Context: an optimization exercise on an open-source flow, tuned for small area and a short achievable clock period. The choices shown serve that exercise and are no tape-out recipe.
In this exercise RTL edits were held to simulation tests only and were not proved equivalent to the original.
Power is estimated from default activity; no workload was simulated.

## flow/design.v (module list and top-level ports; edited modules follow where they fit)
// module insn_decoder: 55 lines
// module rf_aoi222: 3 lines
// module rf_aoi22: 3 lines
// module rf_nand2: 3 lines
// module rf_nand3: 3 lines
// module rf_and4: 3 lines
// module rf_and3: 3 lines
// module rf_rdbit: 17 lines
// module rf_rdbit_fwd: 19 lines
// module rf_rdport: 18 lines
// module rf_rdport_fwd: 23 lines
// module reg_file: 44 lines
// module alu_oai22: 3 lines
// module alu_nor2: 3 lines
// module alu_xor2: 3 lines
// module alu_xnor2: 3 lines
// module alu_nand2: 3 lines
// module alu_or2: 3 lines
// module alu_inv: 3 lines
// module alu_aoi21: 3 lines
// module alu_oai21: 3 lines
// module alu_xor3: 3 lines
// module alu_fa: 4 lines
// module alu_ha: 4 lines
// module scalar_alu: 2654 lines
// module vector_alu: 1134 lines
// module exec_stage: 65 lines
// module core_top: 74 lines
module core_top (
  input  logic      clk_i,
  input  logic      start_i,        
  input  isa_pkg::word_t     instr_i,
  input  logic      instr_valid_i,
  input  isa_pkg::reg_addr_t dbg_addr_i,
  output logic      wb_valid_o,
  output isa_pkg::reg_addr_t wb_addr_o,
  output isa_pkg::word_t     wb_data_o,
  output isa_pkg::word_t     dbg_data_o
);
  // ...
==> flow/flow/run.sh <==
#!/bin/bash
# Layout flow: the standard ORFS flow (standard.sh, standard synthesis
# included) with three placement/repair knobs changed:
#  - ports are buffered with buf_4 instead of the delay cell buffer_ports
#    picks by default,
#  - repair may resize across cell footprints,
#  - repair_timing aims for SETUP_MARGIN ns of setup slack at the design's
#    clock period (the SDC is unchanged).
# The full make output goes to flow_make.log in the work folder; ORFS's own
# per-step logs are under orfs/logs.
set -euo pipefail
SETUP_MARGIN=${SETUP_MARGIN:-6.5}
bash standard.sh \
  "BUFFER_PORTS_ARGS=-buffer_cell sky130_fd_sc_hd__buf_4" \
  MATCH_CELL_FOOTPRINT=0 \
  SETUP_SLACK_MARGIN=$SETUP_MARGIN \
  finish > flow_make.log 2>&1
==> flow/standard.sh <==
#!/bin/bash
# synth_recipe.tcl (not shown) runs the flow's synth.tcl, then flattens the netlist and writes it again
# the make line also repeats each setting of config.mk as NAME=value (left out here)
make -C /OpenROAD-flow-scripts/flow DESIGN_CONFIG=/design/flow/config.mk WORK_HOME=/design/flow/orfs CLKGATE_MAP_FILE= SYNTH_SCRIPT=/design/flow/synth_recipe.tcl "${@:-finish}"
==> flow/config.mk <==
export PLATFORM = sky130hd
export DESIGN_NAME = core_top
export DESIGN_NICKNAME = core_top
export VERILOG_FILES = /design/flow/design.v
export SDC_FILE = /design/flow/constraint.sdc
export NUM_CORES = 4
export LEC_CHECK = 0
export CAP_MARGIN = 30
export CELL_PAD_IN_SITES_DETAIL_PLACEMENT = 2
export CELL_PAD_IN_SITES_GLOBAL_PLACEMENT = 2
export CORE_MARGIN = 2
export CORE_UTILIZATION = 40
export CTS_BUF_LIST = sky130_fd_sc_hd__clkbuf_16
export CTS_CLUSTER_DIAMETER = 100
export CTS_CLUSTER_SIZE = 24
export PLACE_DENSITY = 0.55
export SETUP_SLACK_MARGIN = 5
export SLEW_MARGIN = 30
export SYNTH_HIERARCHICAL = 1
==> flow/constraint.sdc <==
create_clock -name core_clock -period 15.0 [get_ports {clk_i}]
set_input_delay 3.0000 -clock core_clock [delete_from_list [all_inputs] [get_ports {clk_i}]]
set_output_delay 3.0000 -clock core_clock [all_outputs]
set_load 0.01 [all_outputs]
==> reports/results.md, run 1 <==
### Critical path
• **logic depth of the worst setup path including buffers** 8
• **launch point of the critical path** dbg_addr_i[0]
• **kind of start point of the critical path** input port
• **family of cells with the greatest summed delay on the critical path** simple AND/OR/NAND/NOR gates
• **number of buffer and inverter stages on the critical path** 3
• **CP Max Fanout** 24

### Synth
• **share of the synthesized area in the top cell type** 0.417
• **yosys synthesis warning count** 9
• **async set-or-reset flop fraction in the synthesized netlist** 0.0262
• **flops & latches, synth** 1222
• **share of synthesized cell area in full adder, half adder and majority cells** 0.104

### Timing
• **Least-Margin Pin Slew** 1.06 ns
• **maximum clock frequency** 116 MHz
• **smallest setup slack after layout** 6.41 ns

### Pwr
• **Power Internal** 4560 uW
• **flip-flop and latch power** 3620 uW
• **leakage component of the power** 0.0263 uW
• **power density over cell area** 75.7 mW/mm^2
• **clock group power** 2170 uW

### Finish
• **number of multi-input combinational cells** 3615
• **register with the most flip-flops** u_reg_file.regs
• **number of sequential cells** 1222
• **buffers outside the clock class** 353

### Detailed routing
• **DR WL met3** 46300 um
• **per-cell via count in the routed design** 7.89

### Global routing
• **global routing met2 resource utilization** 0.660

### Place
• **Post-Place Cells** 7589

### Hold path
• **Min-Delay Path Depth** 1
• **Min-Delay Endpoint** u_reg_file.vld[29]
• **hold crit path type** reg2reg

### Outcome
• **run status** timing/DRC/antenna clean

==> inputs of run 2 (changes only) <==
--- a/flow/config.mk
+++ b/flow/config.mk
@@ -11,3 +11,3 @@
 export CORE_MARGIN = 2
-export CORE_UTILIZATION = 40
+export CORE_UTILIZATION = 45
 export CTS_BUF_LIST = sky130_fd_sc_hd__clkbuf_16
@@ -15,3 +15,3 @@
 export CTS_CLUSTER_SIZE = 24
-export PLACE_DENSITY = 0.55
+export PLACE_DENSITY = 0.6
 export SETUP_SLACK_MARGIN = 5
==> run 2 against run 1 <==
  * Area after synthesis unchanged
  * Still clean
  * Combinational power about the same
  * Core utilization increased by 5.2 points
==> reports/results.md, run 2 <==
### Outcome
• **run status** timing/DRC/antenna clean, unchanged

### Critical path
• **cell with the largest stage delay on the worst path** and4_1, was a222oi_1
• **cell-by-cell trace of the critical path** buf_4 -> and3b_2 -> and3_2 -> buf_4 -> a222oi_1 -> and4_1 -> nand3_1 -> buf_4, was buf_4 -> nor2b_1 -> and3_2 -> buf_4 -> a222oi_1 -> and4_1 -> nand3_1 -> buf_4
• **endpoint of the lowest-slack register-to-register path** u_exec_stage.rows_q[53], was u_exec_stage.rows_q[51]
• **biggest cell delay along the critical path** 0.54 ns, was 0.48 ns
• **CP Max Fanout** 32, was 24
• **startpoint of the lowest-slack register-to-register path** u_exec_stage.rows_q[30], was u_exec_stage.valid_q
• **worst-case reg-to-reg path depth** 22, was 20
• **kind of start point of the critical path** input port, unchanged
• **required time of the critical path** 12.00 ns, about the same
• **crit-path most repeated cell** buf_4, unchanged
• **Setup Crit Path Kind** in2out, unchanged
• **FF-to-FF setup slack** 6.56 ns, was 6.52 ns
• **endpoint kind of the worst setup timing path** primary output, unchanged
• **arrival time at the worst endpoint** 5.63 ns, was 5.59 ns

### Synth
• **Syn Std Cell Area** 0.0714 mm^2, unchanged
• **simple-gate portion of the synthesized area** 0.0895, unchanged
• **xor-xnor portion of the synthesized cell area** 0.0635, unchanged
• **mux share of post-synthesis cell area** 0.0183, unchanged
• **number of synthesized flops with an enable pin** 992, unchanged
• **post-synthesis cell count** 5243, unchanged
• **flops & latches, synth** 1222, unchanged
• **combinational family with the most area after synthesis** compound AO/OA/AOI/OAI gates, unchanged
• **proportion of synthesized chip area in sequential cells** 0.484, unchanged
• **share of the synthesized area in the top cell type** 0.417, unchanged
• **most frequent cell after synthesis** edfxtp_1, unchanged
• **most used flip-flop cell after synthesis** edfxtp_1, unchanged
• **most frequent cells after synthesis** edfxtp_1 (992), a222oi_1 (960), xor2_1 (404), unchanged
• **synthesized area per cell** 13.6 um^2, unchanged
• **share of synthesized cell area in full adder, half adder and majority cells** 0.104, unchanged
• **post-synthesis compound-gate area fraction** 0.202, unchanged
• **cell types occupying the most area after synthesis** edfxtp_1 (42%), a222oi_1 (13%), fa_1 (9.8%), unchanged
• **async set-or-reset flop fraction in the synthesized netlist** 0.0262, unchanged
• **Net Count, Synth** 5667, unchanged
• **yosys synthesis warning count** 9, unchanged
• **unique cell type count in the Yosys netlist** 77, unchanged
• **area leader, netlist** edfxtp_1, unchanged

### Hold path
• **Min-Delay Endpoint** u_reg_file.vld[26], was u_reg_file.vld[29]
• **hold crit path type** reg2reg, unchanged
• **Min-Delay Path Depth** 1, unchanged
• **hold path start** u_reg_file.vld[26], was u_reg_file.vld[29]

### Timing
• **Setup violations, final** 0, unchanged
• **maximum clock frequency** 116 MHz, about the same
• **Slew Limit Fails** 0, unchanged
• **relative slew slack** 0.279, was 0.292
• **smallest setup slack after layout** 6.37 ns, was 6.41 ns
• **final-layout setup total negative slack** 0 ns, unchanged
• **Least-Margin Pin Slew** 1.08 ns, was 1.06 ns
• **Final Skew** 0.0547 ns, was 0.0533 ns
• **final period demand of the worst path** 8.63 ns, was 8.59 ns
• **fin crit share** 0.575, was 0.573
• **Final Hold Vio Count** 0, unchanged
• **setup repair after global routing missed its margin** true, was false

### Finish
• **max reg flops** 992, unchanged
• **most common cell after layout, fill and taps aside** edfxtp_1, unchanged
• **net count of the finished layout** 5714, was 5734
• **register with the most flip-flops** u_reg_file.regs, unchanged
• **commonest cells after routing, fill and taps aside** edfxtp_1 (992), a222oi_1 (960), xor2_1 (391), was edfxtp_1 (992), a222oi_1 (960), xor2_1 (390)
• **post-route cell area** 0.0789 mm^2, was 0.0796 mm^2
• **largest registers** u_reg_file.regs: 992 flops, u_exec_stage.rows_q: 192 flops, u_reg_file.vld: 31 flops, unchanged
• **FILL cells** 14710, was 17122
• **proportion of layout cells with a drive suffix above 1** 0.218, was 0.224
• **utilization after layout** 0.499, was 0.447
• **growth of design area from synthesis to finish** 10.6%, was 11.5%

### Clock tree
• **clk root buf** clkbuf_16, unchanged
• **htree depth** 3, unchanged
• **number of buffers inserted by hold repair at cts** 0, unchanged
• **clock tree from TritonCTS** yes, unchanged
• **clk buf depth** 3, unchanged
• **clock latency of the later-clocked register in the worst-skew pair** 0.76 ns, was 0.79 ns
• **total clock buffers created by CTS** 66, unchanged
• **clock transition time at the flip-flop clock pins of the worst setup and hold paths** 0.09 ns, was 0.10 ns
• **CTS Sinks** 1222, unchanged

### Detailed routing
• **per-cell routed wire length** 51.7 um, was 50.9 um
• **number of DRC markers after the initial detailed-route iteration** 14662, was 12796
• **Antenna Violating Nets Remaining** 0, unchanged
• **per-cell via count in the routed design** 8.40, was 7.89
• **number of detailed-route iterations in the first pass** 14, was 13
• **DRC violation count after routing** 0, unchanged
• **vias post-DR** 62232, was 60800
• **Total Wirelength** 383000 um, was 393000 um

### Place
• **Post-Place Worst Slack** 6.08 ns, was 6.06 ns
• **weighted congestion at the end of routability-driven global placement** 0.920, was 0.939
• **number of port buffers** 109, unchanged
• **Placed Instance Area** 0.0766 mm^2, was 0.0771 mm^2
• **estimated wirelength of the detail-placed design** 239000 um, was 249000 um

### Pwr
• **power density over cell area** 75.5 mW/mm^2, was 75.7 mW/mm^2
• **maximum ir drop on the vdd rail** 0.104 mV, was 0.114 mV
• **leakage component of the power** 0.0261 uW, was 0.0263 uW
• **post-layout power** 5960 uW, was 6020 uW

### Flow run
• **maximum capacitance violations** 0, unchanged

### Floorplanning
• **Die Y-Extent** 402 um, was 426 um
• **Cell Rows** 146, was 155
• **area of the core** 0.158 mm^2, was 0.178 mm^2
• **die span in x** 402 um, was 426 um
• **initial cell density of the core** 0.452, was 0.401
• **full die area** 0.162 mm^2, was 0.182 mm^2
• **I/O pin count** 110, unchanged

### Global routing
• **initial antenna violation count** 24, was 15
• **number of global-route vias before repair** 63810, was 62205
• **global-route congestion overflow total** 0, unchanged
• **wire length of the first global-routing pass** 521000 um, was 527000 um
• **gr usage total** 0.460, was 0.421
• **maximum number of pins on one net before global-route repair** 46, was 45

==> run 2: cell count changes in the layout (fill, tap and decap cells not counted), moves of 3 or more <==
| cell | previous run | this run |
|---|---|---|
| diode_2 | 6 | 14 |
| xnor2_2 | 43 | 39 |
| o21ai_2 | 14 | 11 |
| buf_4 | 349 | 329 |
| xnor2_1 | 26 | 32 |
| clkinvlp_4 | 9 | 6 |
==> run 2: through the flow <==
stage	hold slack [ns]	cells
floorplan	0.463	5243
global placement	0.590	7293
detailed placement	0.584	7293
CTS	0.616	7392
global route	0.628	7394
finish	0.640	7407
==> run 2: worst max path at each step <==
stage	start	endpoint	slack, ns	cells past startpoint
3_3_place_gp	instr_i[22]	u_exec_stage.rows_q[53]	6.31	16
2_1_floorplan	instr_i[24]	u_exec_stage.rows_q[52]	3.55	14
6_report	dbg_addr_i[2]	dbg_data_o[23]	6.37	8
4_1_cts	u_exec_stage.rows_q[18]	wb_data_o[30]	6.35	11
5_1_grt	u_exec_stage.rows_q[132]	wb_data_o[30]	6.39	12
3_5_place_dp	instr_i[22]	u_exec_stage.rows_q[53]	6.08	16
==> run 2: routing by layer <==
layer  vias to the layer above  global-route usage  share of wire
li1                      22633                   -              -
met1                     32091               0.559           0.34
met5                         -                   0        0.00069
met3                      1564               0.157           0.14
met2                      5906               0.708           0.44
met4                        38               0.275          0.074
==> run 2: final cells by class <==
| cell class | count | area [um^2] | area share |
|---|---|---|---|
| Tap cell | 2072 | 2590 | 0.0329 |
| Clock buffer | 66 | 1650 | 0.0209 |
| Antenna cell | 14 | 35.0 | 0.000444 |
| Timing Repair Buffer | 333 | 2520 | 0.0320 |
| Multi-Input combinational cell | 3615 | 37000 | 0.469 |
| Sequential cell | 1222 | 34600 | 0.438 |
| Inverter | 52 | 213 | 0.00270 |
| Clock inverter | 33 | 369 | 0.00468 |
==> run 2: cells by family (layout without fill, tap and decap cells) <==
kind of cell             after synthesis  in the layout
AO/OA/AOI/OAI                       1648           1648
flip-flops                          1222           1222
AND/OR/NAND/NOR                     1017           1017
XOR/XNOR                             492            492
buffers and inverters                406            484
adder cells (fa/ha/maj)              384            384
multiplexers                          74             74
other                                  0             14
==> run 2: what timing repair did <==
item,4_1_cts,5_1_grt
setup endpoints to repair,22,22
pin swaps,0,1
gates resized for setup,16,18
setup buffers,0,1
==> run 2: power breakdown <==
| part | leakage [uW] | internal (uW) | switching (uW) |
|---|---|---|---|
| combinational | 0.0161 | 60.0 | 165 |
| clock | 0.00102 | 843 | 1270 |
| sequential | 0.00904 | 3610 | 9.31 |
==> run 2: worst max-delay path: cells and delay by family <==
kind	cells	cell delay, ns
AOI/OAI and AO/OA	1	0.52
buffers and inverters	3	0.77
and+or+nand+nor	4	1.29
==> run 2: modules after synthesis (local to each module, per instance), a selection <==
module         copies in the design  cells inside  area [um^2]  flops+latches
alu_ha                           20             1         12.5              0
alu_oai22                       352             1         6.26              0
alu_or2                           6             1         6.26              0
alu_xnor2                        72             1         8.76              0
alu_xor2                        403             1         8.76              0
reg_file                          1          1112        31100           1023
rf_and4                         192             1         8.76              0
rf_rdport_fwd                     2           108          769              0
scalar_alu                        1           501         3800              0
==> module insn_decoder, before the edit <==
module insn_decoder (
  input  isa_pkg::word_t     instr_i,
  input  logic               instr_valid_i,
  output isa_pkg::reg_addr_t rs1_addr_o,
  output isa_pkg::reg_addr_t rs2_addr_o,
  output isa_pkg::reg_addr_t rd_addr_o,
  output isa_pkg::word_t     imm_o,       
  output logic               use_imm_o,
  output logic               reg_write_o,
  output logic               c_mul_o,     
  output logic               c_dot_o,     
  output logic               c_row0_o,    
  output logic               t00_o, t01_o, t10_o, t11_o,  
  output logic               cin0_o,      
  output logic               vsub_o,      
  output logic               vmode_o      
);
  logic is_opimm, is_lui, is_op, is_vec;
  logic [9:0] funct;
  logic op_sub, op_mul, op_or, op_and, op_add;
  logic v_sub, v_dot, v_add;
  logic add_like, sub_like;
  assign is_opimm = (instr_i[6:0] == OPC_OP_IMM);
  assign is_lui   = (instr_i[6:0] == OPC_LUI);
  assign is_op    = (instr_i[6:0] == OPC_OP);
  assign is_vec   = (instr_i[6:0] == OPC_VECTOR);
  assign funct    = {instr_i[31:25], instr_i[14:12]};
  assign op_sub = is_op & (funct == FUNCT_SUB);
  assign op_mul = is_op & (funct == FUNCT_MUL);
  assign op_or  = is_op & (funct == FUNCT_OR);
  assign op_and = is_op & (funct == FUNCT_AND);
  assign op_add = (is_op & ~op_sub & ~op_mul & ~op_or & ~op_and) | is_opimm;
  assign v_sub  = is_vec & (funct == VFUNCT_VSUB);
  assign v_dot  = is_vec & (funct == VFUNCT_VDOT);
  assign v_add  = is_vec & ~v_sub & ~v_dot;
  assign add_like = op_add | v_add | is_lui;   
  assign sub_like = op_sub | v_sub;            
  assign rs1_addr_o  = instr_i[19:15];
  assign rs2_addr_o  = instr_i[24:20];
  assign rd_addr_o   = instr_i[11:7];
  assign imm_o       = is_lui ? {instr_i[31:12], 12'h000}
                              : {{(XLEN-IMM_I_W){instr_i[31]}}, instr_i[31:20]};
  assign use_imm_o   = is_opimm | is_lui;
  assign reg_write_o = instr_valid_i & (is_opimm | is_lui | is_op | is_vec);
  assign c_mul_o  = op_mul;
  assign c_dot_o  = v_dot;
  assign c_row0_o = op_add | op_sub | v_add | v_sub;  
  assign t00_o    = sub_like;
  assign t01_o    = add_like | op_or;
  assign t10_o    = sub_like | op_or;
  assign t11_o    = add_like | op_and | op_or;
  assign cin0_o   = sub_like;
  assign vsub_o   = v_sub;
  assign vmode_o  = v_add | v_sub;
endmodule
==> inputs of run 3 (changes only) <==
--- a/flow/design.v
+++ b/flow/design.v
@@ -67,3 +67,4 @@
   assign op_and = is_op & (funct == FUNCT_AND);
-  assign op_add = (is_op & ~op_sub & ~op_mul & ~op_or & ~op_and) | is_opimm;
+  assign op_add = (is_op & ~op_sub & ~op_mul & ~op_or & ~op_and) | is_opimm
+                | ~(is_opimm | is_lui | is_op | is_vec);
   assign v_sub  = is_vec & (funct == VFUNCT_VSUB);
==> run 3 against run 2 <==
  * Largest cell class unchanged
  * Critical endpoint is now dbg_data_o[21]
  * Wire length is 0.76% lower
  * Still clean on timing, DRC and antenna
  * Design area hardly changed
  * Register-to-register slack better by 0.12 ns
  * Combinational power grew to 2.5 times the previous value
==> reports/results.md, run 3 <==
### Timing
• **relative slew slack** 0.219, was 0.279
• **maximum clock frequency** 116 MHz, about the same
• **fin crit share** 0.573, was 0.575
• **final-layout setup total negative slack** 0 ns, unchanged
• **Setup violations, final** 0, unchanged
• **Final Skew** 0.0641 ns, was 0.0547 ns
• **final period demand of the worst path** 8.60 ns, was 8.63 ns
• **Least-Margin Pin Slew** 1.17 ns, was 1.08 ns
• **Slew Limit Fails** 0, unchanged
• **Final Hold Vio Count** 0, unchanged
• **setup repair after global routing missed its margin** true, unchanged

### Critical path
• **arrival time at the worst endpoint** 5.60 ns, was 5.63 ns
• **endpoint kind of the worst setup timing path** primary output, unchanged
• **kind of start point of the critical path** input port, unchanged
• **CP Max Fanout** 32, unchanged
• **Setup Crit Path Kind** in2out, unchanged
• **required time of the critical path** 12.00 ns, about the same

### Global routing
• **maximum number of pins on one net before global-route repair** 42, was 46
• **gr usage total** 0.457, was 0.460
• **global-route congestion overflow total** 0, unchanged
• **wire length of the first global-routing pass** 516000 um, was 521000 um
• **initial antenna violation count** 31, was 24
• **number of global-route vias before repair** 62827, was 63810

### Outcome
• **run status** timing/DRC/antenna clean, unchanged

### Detailed routing
• **Antenna Violating Nets Remaining** 0, unchanged
• **per-cell routed wire length** 51.2 um, was 51.7 um
• **Total Wirelength** 380000 um, was 383000 um
• **DRC violation count after routing** 0, unchanged
• **number of detailed-route iterations in the first pass** 14, unchanged
• **per-cell via count in the routed design** 8.35, was 8.40
• **vias post-DR** 61869, was 62232
• **number of DRC markers after the initial detailed-route iteration** 14498, was 14662

### Synth
• **cell types occupying the most area after synthesis** edfxtp_1 (42%), a222oi_1 (13%), fa_1 (9.8%), unchanged
• **Net Count, Synth** 5655, was 5667
• **area leader, netlist** edfxtp_1, unchanged
• **flops & latches, synth** 1222, unchanged
• **proportion of synthesized chip area in sequential cells** 0.485, was 0.484
• **number of synthesized flops with an enable pin** 992, unchanged
• **synthesized area per cell** 13.6 um^2, about the same
• **most used flip-flop cell after synthesis** edfxtp_1, unchanged
• **async set-or-reset flop fraction in the synthesized netlist** 0.0262, unchanged
• **Syn Std Cell Area** 0.0713 mm^2, was 0.0714 mm^2
• **share of the synthesized area in the top cell type** 0.418, was 0.417
• **most frequent cell after synthesis** edfxtp_1, unchanged
• **yosys synthesis warning count** 9, unchanged
• **unique cell type count in the Yosys netlist** 74, was 77
• **most frequent cells after synthesis** edfxtp_1 (992), a222oi_1 (960), xor2_1 (405), was edfxtp_1 (992), a222oi_1 (960), xor2_1 (404)
• **post-synthesis cell count** 5231, was 5243

### Finish
• **max reg flops** 992, unchanged
• **commonest cells after routing, fill and taps aside** edfxtp_1 (992), a222oi_1 (960), xor2_1 (391), unchanged
• **growth of design area from synthesis to finish** 10.8%, was 10.6%
• **proportion of layout cells with a drive suffix above 1** 0.222, was 0.218
• **register with the most flip-flops** u_reg_file.regs, unchanged
• **largest registers** u_reg_file.regs: 992 flops, u_exec_stage.rows_q: 192 flops, u_reg_file.vld: 31 flops, unchanged
• **most common cell after layout, fill and taps aside** edfxtp_1, unchanged
• **net count of the finished layout** 5710, was 5714

### Floorplanning
• **area of the core** 0.158 mm^2, about the same
• **initial cell density of the core** 0.452, about the same
• **full die area** 0.162 mm^2, about the same
• **die span in x** 402 um, about the same
• **I/O pin count** 110, unchanged
• **Cell Rows** 146, unchanged
• **Die Y-Extent** 402 um, about the same

### Clock tree
• **htree depth** 2, was 3
• **clk root buf** clkbuf_16, unchanged
• **clock tree from TritonCTS** yes, unchanged
• **number of buffers inserted by hold repair at cts** 0, unchanged
• **total clock buffers created by CTS** 61, was 66
• **clk buf depth** 3, unchanged
• **clock latency of the later-clocked register in the worst-skew pair** 0.80 ns, was 0.76 ns
• **CTS Sinks** 1222, unchanged
• **clock transition time at the flip-flop clock pins of the worst setup and hold paths** 0.10 ns, was 0.09 ns

### Place
• **weighted congestion at the end of routability-driven global placement** 0.947, was 0.920
• **number of port buffers** 109, unchanged
• **estimated wirelength of the detail-placed design** 241000 um, was 239000 um

### Flow run
• **maximum capacitance violations** 0, unchanged

### Pwr
• **leakage component of the power** 0.0277 uW, was 0.0261 uW
• **post-layout power** 6280 uW, was 5960 uW
• **power density over cell area** 79.6 mW/mm^2, was 75.5 mW/mm^2
• **maximum ir drop on the vdd rail** 0.108 mV, was 0.104 mV

### Hold path
• **hold crit path type** reg2reg, unchanged

run 3: modules after synthesis (local to each module, per instance), a selection:
module | cell area, um^2 | times used | cells inside | flops+latches
alu_ha | 12.5 | 20 | 1 | 0
alu_xnor2 | 8.76 | 72 | 1 | 0
rf_rdport_fwd | 769 | 2 | 108 | 0
rf_rdport | 318 | 1 | 47 | 0
alu_inv | 3.75 | 12 | 1 | 0
vector_alu | 607 | 1 | 77 | 0
rf_and3 | 6.26 | 96 | 1 | 0
rf_and4 | 8.76 | 192 | 1 | 0
alu_fa | 20.0 | 349 | 1 | 0
alu_oai21 | 5.00 | 72 | 1 | 0
alu_aoi21 | 8.76 | 52 | 1 | 0
alu_nand2 | 3.75 | 73 | 1 | 0
rf_aoi222 | 10.0 | 960 | 1 | 0
run 3: worst max-delay path: stages:
cell and delay (ns):
buf_4 0.16, nor3b_4 0.41, and3_2 0.26, buf_4 0.67, a222oi_1 0.26, and3_1 0.32
nand3_1 0.27, buf_4 0.19
run 3: per-layer routing:
layer  GRT usage  part of all wire
met5           0           0.00049
met4       0.297             0.078
met3       0.152              0.14
met2       0.692              0.44
met1       0.559              0.34
run 3: layout make-up:
type	count	area (um^2)
Fill cell	14802	78900
Multi-Input combinational cell	3608	37100
Sequential cell	1222	34600
Timing Repair Buffer	343	2660
Tap cell	2072	2590
Clock buffer	61	1530
Clock inverter	39	302
Inverter	50	205
Antenna cell	17	42.5
run 3: worst paths after layout:
check                                              from                      end  slack (ns)  cells past startpoint
worst min register to register       u_reg_file.vld[30]       u_reg_file.vld[30]        0.56                      1
min in group asynchronous                       start_i        u_reg_file.vld[9]        2.15                      1
max in group asynchronous                       start_i       u_reg_file.vld[13]       12.46                      1
worst min-delay path                 u_reg_file.vld[30]       u_reg_file.vld[30]        0.56                      1
worst max register to register  u_exec_stage.rows_q[36]  u_exec_stage.rows_q[53]        6.68                     22
worst max-delay path                      dbg_addr_i[2]           dbg_data_o[21]        6.40                      8
run 3: where the power goes:
group / leakage (uW) / internal [uW] / switching, uW
clock: 0.000977 / 763 / 1220
sequential: 0.0113 / 3710 / 13.0
combinational: 0.0154 / 153 / 416
total: 0.0277 / 4630 / 1650
run 3: cell families (layout without fill, tap and decap cells):
logic type | after synthesis | after routing | synth area share
AOI/OAI and AO/OA | 1645 | 1645 | 0.202
xor gates and xnor gates | 492 | 492 | 0.0636
adders and majority gates | 384 | 384 | 0.104
buffers and inverters | 402 | 493 | 0.0382
DFF | 1222 | 1222 | 0.485
muxes | 75 | 75 | 0.0185
other | 0 | 17 | 0
and+or+nand+nor | 1011 | 1012 | 0.0888
run 3: timing repair:
action / in CTS / in global routing
pin swaps: 4 / 6
buffers inserted: 3 / 10
setup endpoints to repair: 39 / 42
gates resized for setup: 42 / 24
gates cloned: 1 / 0
run 3: per-stage QoR:
| step | util | setup WS, ns | cell area (um^2) | hold slack (ns) | cells |
|---|---|---|---|---|---|
| final | 0.500 | 6.40 | 79000 | 0.558 | 7412 |
| after detailed placement | 0.485 | 5.58 | 76600 | 0.517 | 7281 |
| after floorplan | - | 3.55 | 73300 | 0.463 | 5231 |
| after global routing | 0.500 | 6.48 | 78900 | 0.578 | 7397 |
| after CTS | 0.498 | 6.34 | 78700 | 0.555 | 7385 |
| after global placement | 0.485 | 5.76 | 76500 | 0.509 | 7281 |
==> inputs of run 4 (changes only) <==
--- a/flow/design.v
+++ b/flow/design.v
@@ -67,4 +67,3 @@
   assign op_and = is_op & (funct == FUNCT_AND);
-  assign op_add = (is_op & ~op_sub & ~op_mul & ~op_or & ~op_and) | is_opimm
-                | ~(is_opimm | is_lui | is_op | is_vec);
+  assign op_add = (is_op & ~op_sub & ~op_mul & ~op_or & ~op_and) | is_opimm;
   assign v_sub  = is_vec & (funct == VFUNCT_VSUB);
==> flow/run.sh (new file) <==
#!/bin/bash
# synth_recipe.tcl (not shown) runs the flow's synth.tcl, then flattens the netlist and writes it again
# the make line also repeats each setting of config.mk as NAME=value (left out here)
make -C /OpenROAD-flow-scripts/flow DESIGN_CONFIG=/design/flow/config.mk WORK_HOME=/design/flow/orfs CLKGATE_MAP_FILE= SYNTH_SCRIPT=/design/flow/synth_recipe.tcl finish
--- a/flow/config.mk
+++ b/flow/config.mk
@@ -7,3 +7,3 @@
 export LEC_CHECK = 0
-export CAP_MARGIN = 30
+export CAP_MARGIN = 40
 export CELL_PAD_IN_SITES_DETAIL_PLACEMENT = 2
@@ -11,3 +11,3 @@
 export CORE_MARGIN = 2
-export CORE_UTILIZATION = 45
+export CORE_UTILIZATION = 35
 export CTS_BUF_LIST = sky130_fd_sc_hd__clkbuf_16
@@ -15,5 +15,5 @@
 export CTS_CLUSTER_SIZE = 24
-export PLACE_DENSITY = 0.6
+export PLACE_DENSITY = 0.5
 export SETUP_SLACK_MARGIN = 5
-export SLEW_MARGIN = 30
+export SLEW_MARGIN = 40
 export SYNTH_HIERARCHICAL = 1
removed: flow/flow/run.sh
removed: flow/standard.sh
==> run 4 against run 3 <==
  * Non-clock buffer count is 6 higher
  * Still clean on timing, DRC and antenna
  * Register-to-register slack got worse by 0.30 ns
  * Final cell count up 8.6%
  * Sequential power decreased by 3%
  * Maximum frequency decreased by 13%
  * Design area increased by 2.0%
  * Sequential cell count unchanged
  * Power increased by 0.60%
  * Global-route usage down 9.0 points
  * Sequential share of layout area fell by 0.87 points
  * Clock skew up 0.0037 ns
==> reports/results.md, run 4 <==
### Flow run
• **maximum capacitance violations** 0, unchanged

### Finish
• **growth of design area from synthesis to finish** 12.9%, was 10.8%
• **proportion of layout cells with a drive suffix above 1** 0.199, was 0.222
• **net count of the finished layout** 5740, was 5710
• **commonest cells after routing, fill and taps aside** edfxtp_1 (992), a222oi_1 (960), xor2_1 (388), was edfxtp_1 (992), a222oi_1 (960), xor2_1 (391)
• **largest registers** u_reg_file.regs: 992 flops, u_exec_stage.rows_q: 192 flops, u_reg_file.vld: 31 flops, unchanged
• **register with the most flip-flops** u_reg_file.regs, unchanged
• **utilization after layout** 0.398, was 0.500
• **max reg flops** 992, unchanged
• **FILL cells** 20195, was 14802
• **most common cell after layout, fill and taps aside** edfxtp_1, unchanged

### Detailed routing
• **Total Wirelength** 393000 um, was 380000 um
• **number of detailed-route iterations in the first pass** 13, was 14
• **vias post-DR** 59289, was 61869
• **Antenna Violating Nets Remaining** 0, unchanged
• **number of DRC markers after the initial detailed-route iteration** 11047, was 14498
• **DRC violation count after routing** 0, unchanged
• **per-cell routed wire length** 48.9 um, was 51.2 um
• **per-cell via count in the routed design** 7.37, was 8.35

### Clock tree
• **clock latency of the later-clocked register in the worst-skew pair** 0.80 ns, about the same
• **number of gates resized after CTS** 0, was 42
• **clock tree from TritonCTS** yes, unchanged
• **clk buf depth** 3, unchanged
• **clk root buf** clkbuf_16, unchanged
• **CTS Sinks** 1222, unchanged
• **number of setup buffers added after CTS** 0, was 3
• **total clock buffers created by CTS** 76, was 61
• **number of buffers inserted by hold repair at cts** 0, unchanged
• **htree depth** 3, was 2
• **clock transition time at the flip-flop clock pins of the worst setup and hold paths** 0.08 ns, was 0.10 ns

### Synth
• **async set-or-reset flop fraction in the synthesized netlist** 0.0262, unchanged
• **simple-gate portion of the synthesized area** 0.0895, was 0.0888
• **flops & latches, synth** 1222, unchanged
• **Net Count, Synth** 5667, was 5655
• **yosys synthesis warning count** 9, unchanged
• **area leader, netlist** edfxtp_1, unchanged
• **share of synthesized cell area in full adder, half adder and majority cells** 0.104, about the same
• **combinational family with the most area after synthesis** compound AO/OA/AOI/OAI gates, unchanged
• **post-synthesis compound-gate area fraction** 0.202, about the same
• **mux share of post-synthesis cell area** 0.0183, was 0.0185
• **most frequent cells after synthesis** edfxtp_1 (992), a222oi_1 (960), xor2_1 (404), was edfxtp_1 (992), a222oi_1 (960), xor2_1 (405)
• **most used flip-flop cell after synthesis** edfxtp_1, unchanged
• **Syn Std Cell Area** 0.0714 mm^2, was 0.0713 mm^2
• **share of the synthesized area in the top cell type** 0.417, was 0.418
• **post-synthesis cell count** 5243, was 5231
• **most frequent cell after synthesis** edfxtp_1, unchanged
• **synthesized area per cell** 13.6 um^2, about the same
• **unique cell type count in the Yosys netlist** 77, was 74
• **number of synthesized flops with an enable pin** 992, unchanged
• **proportion of synthesized chip area in sequential cells** 0.484, was 0.485
• **cell types occupying the most area after synthesis** edfxtp_1 (42%), a222oi_1 (13%), fa_1 (9.8%), unchanged
• **xor-xnor portion of the synthesized cell area** 0.0635, was 0.0636

### Timing
• **Slew Limit Fails** 0, unchanged
• **final period demand of the worst path** 9.86 ns, was 8.60 ns
• **fin crit share** 0.658, was 0.573
• **Final Skew** 0.0679 ns, was 0.0641 ns
• **worst hold margin** 0.559 ns, was 0.558 ns
• **Least-Margin Pin Slew** 0.939 ns, was 1.17 ns
• **Setup violations, final** 0, unchanged
• **maximum clock frequency** 101 MHz, was 116 MHz
• **Final Hold Vio Count** 0, unchanged
• **final-layout setup total negative slack** 0 ns, unchanged
• **smallest setup slack after layout** 5.14 ns, was 6.40 ns
• **relative slew slack** 0.372, was 0.219
• **setup repair after global routing missed its margin** false, was true

### Floorplanning
• **area of the core** 0.202 mm^2, was 0.158 mm^2
• **full die area** 0.208 mm^2, was 0.162 mm^2
• **I/O pin count** 110, unchanged
• **die span in x** 456 um, was 402 um
• **Cell Rows** 165, was 146
• **Die Y-Extent** 456 um, was 402 um
• **initial cell density of the core** 0.353, was 0.452

### Critical path
• **crit-path most repeated cell** clkdlybuf4s50_1, was buf_4
• **cell with the largest stage delay on the worst path** clkdlybuf4s50_1, was buf_4
• **biggest cell delay along the critical path** 0.69 ns, was 0.67 ns
• **number of buffer and inverter stages on the critical path** 3, unchanged
• **endpoint kind of the worst setup timing path** primary output, unchanged
• **required time of the critical path** 12.00 ns, about the same
• **cell-by-cell trace of the critical path** clkdlybuf4s50_1 -> nor3b_2 -> and3_2 -> buf_4 -> a222oi_1 -> and4_1 -> nand3_1 -> clkdlybuf4s50_1, was buf_4 -> nor3b_4 -> and3_2 -> buf_4 -> a222oi_1 -> and3_1 -> nand3_1 -> buf_4
• **CP Max Fanout** 32, unchanged
• **FF-to-FF setup slack** 6.38 ns, was 6.68 ns
• **startpoint of the lowest-slack register-to-register path** u_exec_stage.rows_q[42], was u_exec_stage.rows_q[36]
• **Setup Crit Path Kind** in2out, unchanged
• **family of cells with the greatest summed delay on the critical path** buffers and inverters, was simple AND/OR/NAND/NOR gates
• **kind of start point of the critical path** input port, unchanged
• **endpoint of the lowest-slack register-to-register path** u_exec_stage.rows_q[149], was u_exec_stage.rows_q[53]
• **worst-case reg-to-reg path depth** 20, was 22
• **arrival time at the worst endpoint** 6.86 ns, was 5.60 ns

### Place
• **estimated wirelength of the detail-placed design** 249000 um, was 241000 um
• **Post-Place Worst Slack** 5.19 ns, was 5.58 ns
• **number of port buffers** 109, unchanged
• **weighted congestion at the end of routability-driven global placement** 0.922, was 0.947

### Global routing
• **initial antenna violation count** 19, was 31
• **wire length of the first global-routing pass** 530000 um, was 516000 um
• **maximum number of pins on one net before global-route repair** 46, was 42
• **global-route congestion overflow total** 0, unchanged
• **gr usage total** 0.367, was 0.457
• **number of global-route vias before repair** 61464, was 62827

### Hold path
• **Min-Delay Endpoint** u_reg_file.vld[15], was u_reg_file.vld[30]
• **Min-Delay Path Depth** 1, unchanged
• **hold crit path type** reg2reg, unchanged
• **hold path start** u_reg_file.vld[15], was u_reg_file.vld[30]

### Outcome
• **run status** timing/DRC/antenna clean, unchanged

### Pwr
• **power density over cell area** 78.4 mW/mm^2, was 79.6 mW/mm^2
• **maximum ir drop on the vdd rail** 0.0967 mV, was 0.108 mV
• **leakage component of the power** 0.0262 uW, was 0.0277 uW

## run 4: worst max path at each step
stage | endpoint | cells after the start | from | slack, ns
3_5_place_dp | u_exec_stage.rows_q[53] | 17 | instr_i[23] | 5.19
6_report | dbg_data_o[16] | 8 | dbg_addr_i[2] | 5.14
5_1_grt | dbg_data_o[16] | 8 | dbg_addr_i[2] | 5.26
3_3_place_gp | u_exec_stage.rows_q[178] | 17 | instr_i[23] | 5.30
2_1_floorplan | u_exec_stage.rows_q[53] | 15 | instr_i[24] | 3.54
4_1_cts | dbg_data_o[16] | 8 | dbg_addr_i[2] | 5.39
## run 4: per-layer routing
layer	track usage	vias to the layer above	part of all wire
li1	-	22698	-
met1	0.460	31743	0.38
met2	0.595	3896	0.47
met3	0.0836	946	0.099
met4	0.183	6	0.056
met5	0	-	0.00010
## run 4: logic make-up (layout without fill, tap and decap cells)
family | count (synthesis) | count (layout)
adder cells (fa/ha/maj) | 384 | 384
buffers and inverters | 406 | 531
AO/OA/AOI/OAI | 1648 | 1648
AND/OR/NAND/NOR | 1017 | 1017
XOR/XNOR | 492 | 492
multiplexers | 74 | 74
other | 0 | 9
flip-flops | 1222 | 1222
## run 4: where the power goes
part / switching [uW] / internal [uW] / leakage [uW] / total (uW)
clock network: 1420 / 1040 / 0.00129 / 2470
logic: 171 / 64.9 / 0.0159 / 236
registers: 6.11 / 3610 / 0.00904 / 3620
## run 4: stage by stage
| stage | cell area [um^2] | std cells | power (uW) |
|---|---|---|---|
| 2_1_floorplan | 73300 | 5243 | 3800 |
| 3_3_place_gp | 77500 | 7899 | 3920 |
| 3_5_place_dp | 77900 | 7906 | 3930 |
| 4_1_cts | 80500 | 8036 | 6360 |
| 5_1_grt | 80600 | 8040 | 6470 |
| 6_report | 80600 | 8049 | 6320 |
## run 4: cell type report
type | count | area (um^2) | share of cell area
well taps | 2672 | 3340 | 0.0415
clock inverters | 52 | 672 | 0.00834
flip-flops and latches | 1222 | 34600 | 0.429
inverters | 52 | 210 | 0.00261
clock buffers | 78 | 1950 | 0.0242
multi-input cells | 3615 | 36800 | 0.457
repair buffers | 349 | 2990 | 0.0371
diodes | 9 | 22.5 | 0.000279
## run 4: Yosys stat by module (local to each module, per instance), a selection
module | cell area, um^2 | copies in the design | cells | flops+latches
alu_aoi21 | 8.76 | 52 | 1 | 0
alu_nand2 | 3.75 | 73 | 1 | 0
alu_or2 | 6.26 | 6 | 1 | 0
insn_decoder | 736 | 1 | 109 | 0
rf_aoi22 | 12.5 | 64 | 1 | 0
rf_rdport_fwd | 769 | 2 | 108 | 0
vector_alu | 607 | 1 | 77 | 0

## re-timing with driven ports
No port has a modelled driver above. Below, the same layouts with a new extraction and two added sets of constraints. Step 1, drivers: a clkbuf_16 drives clk_i and a buf_2 each remaining input, both assumed. Step 2 moves the port delays by t, midway between the first and last clock arrival at a register: inputs arrive t later, outputs are due t later. That takes back most of the time a late clock gives input paths. a / b / c = ideal / step 1 / step 2; a / b = the first two.
run | t, ns | slack for setup (ns) | cell pins on the clock port's net
run 1 | 0.853 | 6.411 / 6.308 / 5.745 | 1
run 2 | 0.826 | 6.372 / 6.344 / 5.687 | 1
run 3 | 0.865 | 6.399 / 6.296 / 5.666 | 1
run 4 | 0.857 | 5.136 / 5.098 / 4.998 | 1
After both steps every run listed still meets setup and hold. For run 3, which loses most, drivers alone change the setup slack by -0.103 ns; drivers and shift together by -0.733 ns.
